This is an optimization exercise on Yosys and OpenROAD, whose aim is small area, not a production implementation.
The RTL was checked by simulation tests, not by an equivalence proof against the original design.

## run.sh

```bash
#!/bin/bash
# synth_recipe.tcl (not shown) runs the flow's synth.tcl, then flattens the netlist and writes it again
# the make line also repeats each setting of config.mk as NAME=value (left out here)
make -C /OpenROAD-flow-scripts/flow DESIGN_CONFIG=/design/flow/config.mk WORK_HOME=/design/flow/orfs CLKGATE_MAP_FILE= SYNTH_SCRIPT=/design/flow/synth_recipe.tcl finish
```

## config.mk

```make
export PLATFORM = sky130hd
export DESIGN_NAME = id_stage
export DESIGN_NICKNAME = id_stage
export VERILOG_FILES = /design/flow/design.v
export SDC_FILE = /design/flow/constraint.sdc
export NUM_CORES = 4
export LEC_CHECK = 0
export CAP_MARGIN = 20
export CORE_MARGIN = 2
export CORE_UTILIZATION = 40
export SLEW_MARGIN = 20
```

## constraint.sdc

```tcl
create_clock -name core_clock -period 6.0 [get_ports {clock2}]
set_input_delay 1.2000 -clock core_clock [delete_from_list [all_inputs] [get_ports {clock2}]]
set_output_delay 1.2000 -clock core_clock [all_outputs]
set_load 0.01 [all_outputs]
```

## design.v

```verilog
package id_stage_pkg;
  typedef struct packed {
    logic [6-1:0]   opcode;
    logic [5-1:0] rs1;
    logic [5-1:0] rs2;
    logic [10-1:0]    spare;   
    logic [6-1:0]     func;
  } r_fields_t;
  typedef struct packed {
    logic [6-1:0]   opcode;
    logic [5-1:0] rs1;
    logic [5-1:0] rd_rs2;
    logic [16-1:0]      imm16;
  } i_fields_t;
  typedef struct packed {
    logic [6-1:0] opcode;
    logic [26-1:0] offset;
  } j_fields_t;
  typedef union packed {
    r_fields_t r;
    i_fields_t i;
    j_fields_t j;
  } instr_word_t;
endpackage
module register_file (
  input  logic                      clock2,
  input  logic                      reset2,      
  input  logic                      write_en,
  input  logic [5-1:0] write_addr,
  input  logic [32-1:0]       write_data,
  input  logic [5-1:0] rs1_addr,
  input  logic [5-1:0] rs2_addr,
  output logic [32-1:0]       rs1_data,
  output logic [32-1:0]       rs2_data
);
  logic [32-1:0] regs [32];  
  logic                write_ok;              
  assign write_ok = write_en && (write_addr != '0);  
  always_ff @(posedge clock2 or negedge reset2)
  begin
    if (!reset2)
    begin
      for (int i = 0; i < 32; i++)
      begin
        regs[i] <= '0;
      end
    end
    else if (write_ok)
    begin
      regs[write_addr] <= write_data;  
    end
  end
  assign rs1_data = regs[rs1_addr];
  assign rs2_data = regs[rs2_addr];
endmodule
module instr_classifier (
  input  id_stage_pkg::instr_word_t  instr,
  output logic                      load_a,         
  output logic                      load_b,         
  output logic                      load_imm,       
  output logic                      a_signmag,      
  output logic                      b_signmag,      
  output logic                      flip_b_sign,    
  output logic [2-1:0] imm_mode,       
  output logic                      flip_imm_sign   
);
  logic [6-1:0] opcode;
  logic [6-1:0]   func;
  logic                    signed_imm_op;  
  logic                    logic_imm_op;   
  logic                    add_fn;         
  logic                    raw_fn;         
  assign opcode = instr.i.opcode;
  assign func   = instr.r.func;
  assign signed_imm_op = (opcode == 6'b000010) || (opcode == 6'b010000) ||
                         (opcode == 6'b010010) || (opcode == 6'b001010) ||
                         ((opcode >= 6'b011010) && (opcode <= 6'b011111));  
  assign logic_imm_op = (opcode == 6'b010100) || (opcode == 6'b010101) ||
                        (opcode == 6'b010110) || (opcode == 6'b100000) ||
                        (opcode == 6'b100001);  
  assign add_fn = (func == 6'b000001) || (func == 6'b000011);
  assign raw_fn = (func == 6'b000101) || (func == 6'b000110) || (func == 6'b000111) ||
                  ((func >= 6'b001011) && (func <= 6'b010000));  
  always_comb
  begin
    load_a        = 1'b0;  
    load_b        = 1'b0;
    load_imm      = 1'b0;
    a_signmag     = 1'b0;
    b_signmag     = 1'b0;
    flip_b_sign   = 1'b0;
    imm_mode      = 2'd0;
    flip_imm_sign = 1'b0;
    if (signed_imm_op)
    begin
      load_a        = 1'b1;
      load_imm      = 1'b1;
      a_signmag     = 1'b1;
      imm_mode      = 2'd1;
      flip_imm_sign = (opcode == 6'b010010);  
      load_b        = (opcode == 6'b001010);    
    end
    else if (logic_imm_op)
    begin
      load_a        = 1'b1;
      load_imm      = 1'b1;  
    end
    else if (opcode == 6'b100100)
    begin
      load_imm      = 1'b1;  
      imm_mode      = 2'd2;
    end
    else if (opcode == 6'b110000)
    begin
      if (add_fn)
      begin
        load_a        = 1'b1;
        load_b        = 1'b1;
        a_signmag     = 1'b1;
        b_signmag     = 1'b1;
        flip_b_sign   = (func == 6'b000011);  
      end
      else if (raw_fn)
      begin
        load_a        = 1'b1;
        load_b        = 1'b1;
      end
    end
  end
endmodule
module operand_stage (
  input  logic                      clock2,
  input  logic                      reset2,    
  input  id_stage_pkg::instr_word_t instr,
  input  logic [32-1:0]       npc,
  input  logic [32-1:0]       rs1_data,
  input  logic [32-1:0]       rs2_data,
  input  logic                      load_a,         
  input  logic                      load_b,         
  input  logic                      load_imm,       
  input  logic                      a_signmag,      
  input  logic                      b_signmag,      
  input  logic                      flip_b_sign,    
  input  logic [2-1:0] imm_mode,       
  input  logic                      flip_imm_sign,  
  output logic [32-1:0]       ir_q,      
  output logic [32-1:0]       npc_q,
  output logic [32-1:0]       a_q,
  output logic [32-1:0]       b_q,
  output logic [32-1:0]       imm_q
);
  localparam int IMM_PAD = 32 - 16;     
  localparam int OFS_PAD = 32 - 26;  
  logic [32-1:0]  a_form;
  logic [32-1:0]  b_conv;    
  logic [32-1:0]  b_form;
  logic [16-1:0] imm16;
  logic [16-1:0] imm_neg;   
  logic [32-1:0]  imm_signed;
  logic [32-1:0]  imm_ext;   
  logic [32-1:0]  imm_form;
  function automatic logic [32-1:0] sign_mag(input logic [32-1:0] x);
    logic [32-1:0] neg;
    neg = ~x + 1'b1;
    if (x[32-1])
      sign_mag = {1'b1, neg[32-2:0]};
    else
      sign_mag = x;
  endfunction
  assign a_form = a_signmag ? sign_mag(rs1_data) : rs1_data;
  assign b_conv = b_signmag ? sign_mag(rs2_data) : rs2_data;
  assign b_form = {b_conv[32-1] ^ flip_b_sign, b_conv[32-2:0]};
  assign imm16   = instr.i.imm16;
  assign imm_neg = ~imm16 + 1'b1;
  assign imm_signed = imm16[16-1] ?
                      {1'b1, {IMM_PAD{1'b0}}, imm_neg[16-2:0]} :
                      {{IMM_PAD{1'b0}}, imm16};
  always_comb
  begin
    case (imm_mode)
      2'd1: imm_ext = imm_signed;
      2'd0:  imm_ext = {{IMM_PAD{1'b0}}, imm16};
      2'd2:  imm_ext = {{OFS_PAD{1'b0}}, instr.j.offset};
      default:      imm_ext = '0;  
    endcase
  end
  assign imm_form = {imm_ext[32-1] ^ flip_imm_sign, imm_ext[32-2:0]};
  always_ff @(posedge clock2 or negedge reset2)
  begin
    if (!reset2)
    begin
      ir_q  <= '0;
      npc_q <= '0;
      a_q   <= '0;
      b_q   <= '0;
      imm_q <= '0;
    end
    else
    begin
      ir_q  <= instr;   
      npc_q <= npc;
      if (load_a)
        a_q <= a_form;  
      if (load_b)
        b_q <= b_form;
      if (load_imm)
        imm_q <= imm_form;
    end
  end
endmodule
module id_stage (
  input  logic                      clock2,
  input  logic                      reset2,        
  input  logic [32-1:0]       npc_in2,
  input  logic [32-1:0]       inst_in2,
  input  logic                      reg_write_en,  
  input  logic [5-1:0] reg_add_in,
  input  logic [32-1:0]       reg_data_in,
  output logic [32-1:0]       irout2,
  output logic [32-1:0]       aout2,
  output logic [32-1:0]       bout2,
  output logic [32-1:0]       imout2,
  output logic [32-1:0]       npcout2
);
  id_stage_pkg::instr_word_t instr;     
  logic [32-1:0]       rs1_data;
  logic [32-1:0]       rs2_data;
  assign instr = id_stage_pkg::instr_word_t'(inst_in2);
  logic                      load_a;         
  logic                      load_b;
  logic                      load_imm;
  logic                      a_signmag;
  logic                      b_signmag;
  logic                      flip_b_sign;
  logic [2-1:0] imm_mode;
  logic                      flip_imm_sign;
  register_file register_file_i (
    .clock2     (clock2),
    .reset2     (reset2),
    .write_en   (reg_write_en),
    .write_addr (reg_add_in),
    .write_data (reg_data_in),
    .rs1_addr   (instr.r.rs1),
    .rs2_addr   (instr.r.rs2),    
    .rs1_data   (rs1_data),
    .rs2_data   (rs2_data)
  );
  instr_classifier instr_classifier_i (
    .instr         (instr),
    .load_a        (load_a),
    .load_b        (load_b),
    .load_imm      (load_imm),
    .a_signmag     (a_signmag),
    .b_signmag     (b_signmag),
    .flip_b_sign   (flip_b_sign),
    .imm_mode      (imm_mode),
    .flip_imm_sign (flip_imm_sign)
  );
  operand_stage operand_stage_i (
    .clock2   (clock2),
    .reset2   (reset2),
    .instr    (instr),
    .npc      (npc_in2),
    .rs1_data (rs1_data),
    .rs2_data (rs2_data),
    .load_a        (load_a),
    .load_b        (load_b),
    .load_imm      (load_imm),
    .a_signmag     (a_signmag),
    .b_signmag     (b_signmag),
    .flip_b_sign   (flip_b_sign),
    .imm_mode      (imm_mode),
    .flip_imm_sign (flip_imm_sign),
    .ir_q     (irout2),
    .npc_q    (npcout2),
    .a_q      (aout2),
    .b_q      (bout2),
    .imm_q    (imout2)
  );
endmodule
```

==> flow_summary.toml <==
[run_status]
outcome = "timing/DRC/antenna clean"

[clock_network]
clockRootBuffer = "clkbuf_16"
clk_pin_slew_ns = 0.06
worstSkewPairLatency_ns = 0.81
post-cts-setup-buffers = 0
cts.sinks = 1179
cts_buffers = 138
cts_hold_buffers = 0
clockBufferDepth = 3
post_cts_resized = 0
cts_tree = "yes"
ctsHtreeMaxLevel = 4

[sta]
setup_viol = 0
relSlewSlack = 0.115
fmax_mhz = 187
tightest_slew_ns = 1.32
min_period_ns = 5.34
rsz0062_at_grt = "no"
tns_ns = 0
finalMaxSlewViolations = 0
fin_crit_sh = 0.890
finalHoldViolCount = 0
skew_ns = 0.0360

[detailed_routing]
drt_drc_violations_left = 0
drt-met1-wl_um = 155000
first_iter_violations = 9968
met2WireLength_um = 162000
first_pass_iters = 6
route.top_layer_used = "met5"
post_drt_via_cell_ratio = 7.30
drt_wl_total_um = 404000
antenna_left = 0
route.vias.total = 59000
wl_per_cell_um = 50.0
wl_met3_um = 51500

[critical_path]
cp-start-kind = "primary input"
crit_family = "compound AO/OA/AOI/OAI gates"
cp-end-kind = "register"
path_buf_inv = 4
arrival_ns = 6.03
crit_fanout = 39
r2r-start = "register_file_i.regs[6][17]"
crit_top_cell = "buf_4"
cp-startpoint = "inst_in2[16]"
crit_slowest_cell = "a2111oi_0"
reg2reg_slack_ns = 1.45
worstPathCellList = "buf_4, buf_4, or2_1, nor3_1, a2111oi_0, nand4_1, o22ai_1, o2111ai_1, buf_4, nand4bb_1, buf_4, or3_1, o311ai_1"
required_ns = 6.69
critPathKind = "primary input to register"
slowest_delay_ns = 0.73

[floorplanning]
die_area_um2 = 159000
die_y_um = 399
rows = 144
die_w_um = 399
initial_core_util = 0.403
ios = 264
core_area_um2 = 154000

[place]
place.gp.congestion = 1.09
port_buffers = 258
dpl.hpwl_um = 286000

[grt]
track_usage = 0.500
grt_pass1_vias = 55400
grt-ovfl-total = 0
antenna_found_initial = 47
grt_max_degree = 153
grt_pass1_wl_um = 530000

[cells_and_area]
nets = 6014
drive_gt1_frac = 0.322
fin_util = 0.482
synthToLayoutAreaGrowth_pct = 19.5
fillers = 14300

[worst_hold_path]
hp-class = "primary input to async pin"

[synth]
ys.flop_type = "dfrtp_1"
synth_area_per_cell_um2 = 11.2
synth_edf_count = 0
synth-seq-area-share = 0.474
synthArstFlopShare = 1.00
ys_ff_latch = 1179
synth_warnings = 4
synthTopCellsByArea = "dfrtp_1 (47%), mux2_2 (19%), a22oi_1 (3.6%), mux2i_1 (2.8%), and3_1 (2.3%)"
netlist_instances = 5567
synth_top_area_share = 0.474
yosysUniqueCellTypes = 97
synth_top_cell_by_area = "dfrtp_1"
synth_area_um2 = 62300

[pwr]
vdd_ir_drop_max_mv = 0.280
pwr_density_cell_nw_per_um2 = 341
power_uw = 25300
power.leakage_uw = 0.0328

[run]
cap_viol_max_count = 0
[state kept, by name, indices dropped and copies added (netlist names)]
signal                 count
register_file_i.regs    1024
operand_stage_i.imm_q     27
operand_stage_i.npc_q     32
operand_stage_i.b_q       32
operand_stage_i.ir_q      32
operand_stage_i.a_q       32
[power breakdown]
group / internal [uW] / total [uW] / switching, uW
registers: 9420 / 11300 / 1860
clock network: 5030 / 8730 / 3700
logic: 2300 / 5340 / 3030
total: 16800 / 25300 / 8590
[final timing paths]
| kind | endpoint | depth (start not counted) |
|---|---|---|
| min | register_file_i.regs[2][3] | 1 |
| min in group core_clock | register_file_i.regs[0][11] | 0 |
| max | operand_stage_i.b_q[30] | 13 |
| max reg2reg | operand_stage_i.b_q[30] | 11 |
| min reg2reg | register_file_i.regs[0][11] | 0 |
| max in group asynchronous | register_file_i.regs[14][28] | 2 |
[routing by layer]
layer,GRT usage,vias to the layer above
met5,0,-
met1,0.641,30500
met4,0.363,32
met3,0.185,1564
met2,0.685,5058
li1,-,21900
[synthesized netlist by cell type, types with 31 or more instances]
cell / instances
a2111oi_0: 82
a21oi_1: 99
a221oi_1: 39
a22o_1: 82
a22oi_1: 302
and3_1: 233
buf_1: 61
buf_2: 111
clkbuf_1: 350
dfrtp_1: 1179
mux2_2: 1032
mux2i_1: 174
nand2_1: 190
nand2b_1: 39
nand3_1: 279
nand3b_1: 44
nand4_1: 145
nor2_1: 189
nor2b_1: 31
nor3_1: 103
nor4_1: 52
o21ai_0: 105
xnor2_1: 32
[worst reg2reg max path, stage by stage, from the launching register on]
cell       delay, ns
dfrtp_1         0.46
mux2i_1         0.44
o32ai_1         0.15
a2111oi_0       0.82
nand4_1         0.23
o22ai_1         0.67
o2111ai_1       0.28
buf_4           0.28
nand4bb_1       0.20
buf_4           0.18
or3_1           0.44
o311ai_1        0.30
[through the flow]
step | instance area (um2) | instances | hold slack, ns | worst slack (ns)
after floorplan | 62300 | 5571 | 0.444 | 1.57
after detailed placement | 69700 | 7805 | 0.391 | 0.171
after global placement | 69600 | 7803 | 0.388 | 0.231
final | 74400 | 8090 | 0.313 | 0.661
after CTS | 74300 | 8047 | 0.406 | 0.968
after global routing | 74300 | 8053 | 0.369 | 0.787
[kinds of logic (layout without fill, tap and decap cells)]
logic type,Yosys count,count (layout),synth area share
xor+xnor,60,60,0.00844
mux,1210,1210,0.216
other cells,1,45,0.0000602
compound gates,1031,1031,0.125
fa+ha+maj,6,6,0.00121
flops,1179,1179,0.474
simple gates,1487,1487,0.134
buf+inv,593,1028,0.0418
[placed cells by master (no fill, tap or decap), types with 19 or more instances in the layout]
cell type	instances
nand2_1	177
o21ai_0	104
clkbuf_16	140
clkdlybuf4s50_1	235
inv_1	29
and3_1	232
o22a_1	19
nor2_1	137
clkbuf_8	19
a31oi_1	24
clkbuf_1	39
a2111oi_0	82
nor3_1	97
nor2_2	32
xnor2_1	32
mux2i_1	174
a22oi_1	302
nor3b_1	19
nor2_4	21
a32oi_1	23
a22o_1	82
buf_4	455
a221oi_1	39
a21oi_1	99
or3b_2	19
o32ai_1	29
xor2_1	28
and3b_1	23
nor2b_1	21
diode_2	40
nand2b_1	37
mux2_2	1032
nor4_1	50
buf_12	46
dfrtp_1	1179
o22ai_1	26
a211oi_1	23
nand3b_1	44
nand4_1	145
nand3_1	278
[cell type report]
| class | count | area (um2) | share of cell area |
|---|---|---|---|
| Antenna cell | 40 | 100 | 0.00135 |
| Clock buffer | 198 | 3910 | 0.0526 |
| Clock inverter | 44 | 647 | 0.00870 |
| Inverter | 29 | 109 | 0.00146 |
| Multi-Input combinational cell | 3799 | 30700 | 0.412 |
| Sequential cell | 1179 | 29500 | 0.397 |
| Tap cell | 2044 | 2560 | 0.0344 |
| Timing Repair Buffer | 757 | 6880 | 0.0925 |

[static timing again, ports no longer ideal]
The results above use ideal ports. As a check the final layout listed here was re-extracted and re-timed, cells and wires unchanged.
Step 1, drivers: a clkbuf_16 drives clock2 and a buf_2 each remaining input, both assumed.
Step 2 times the ports against the registers' clock, not the clock port: input delays grow and output delays shrink by t, the midpoint of the rising clock arrivals with the driver on.
Three values: ideal, step 1, step 2; two values: the first two.
t, ns: 0.881
setup WS [ns]: 0.661 / 0.675 / -0.206
worst setup path at the end: input to register
Met with ideal ports but missed after step 2: setup timing in this run. For this run, drivers alone change the setup slack by +0.014 ns; drivers and shift together by -0.867 ns.
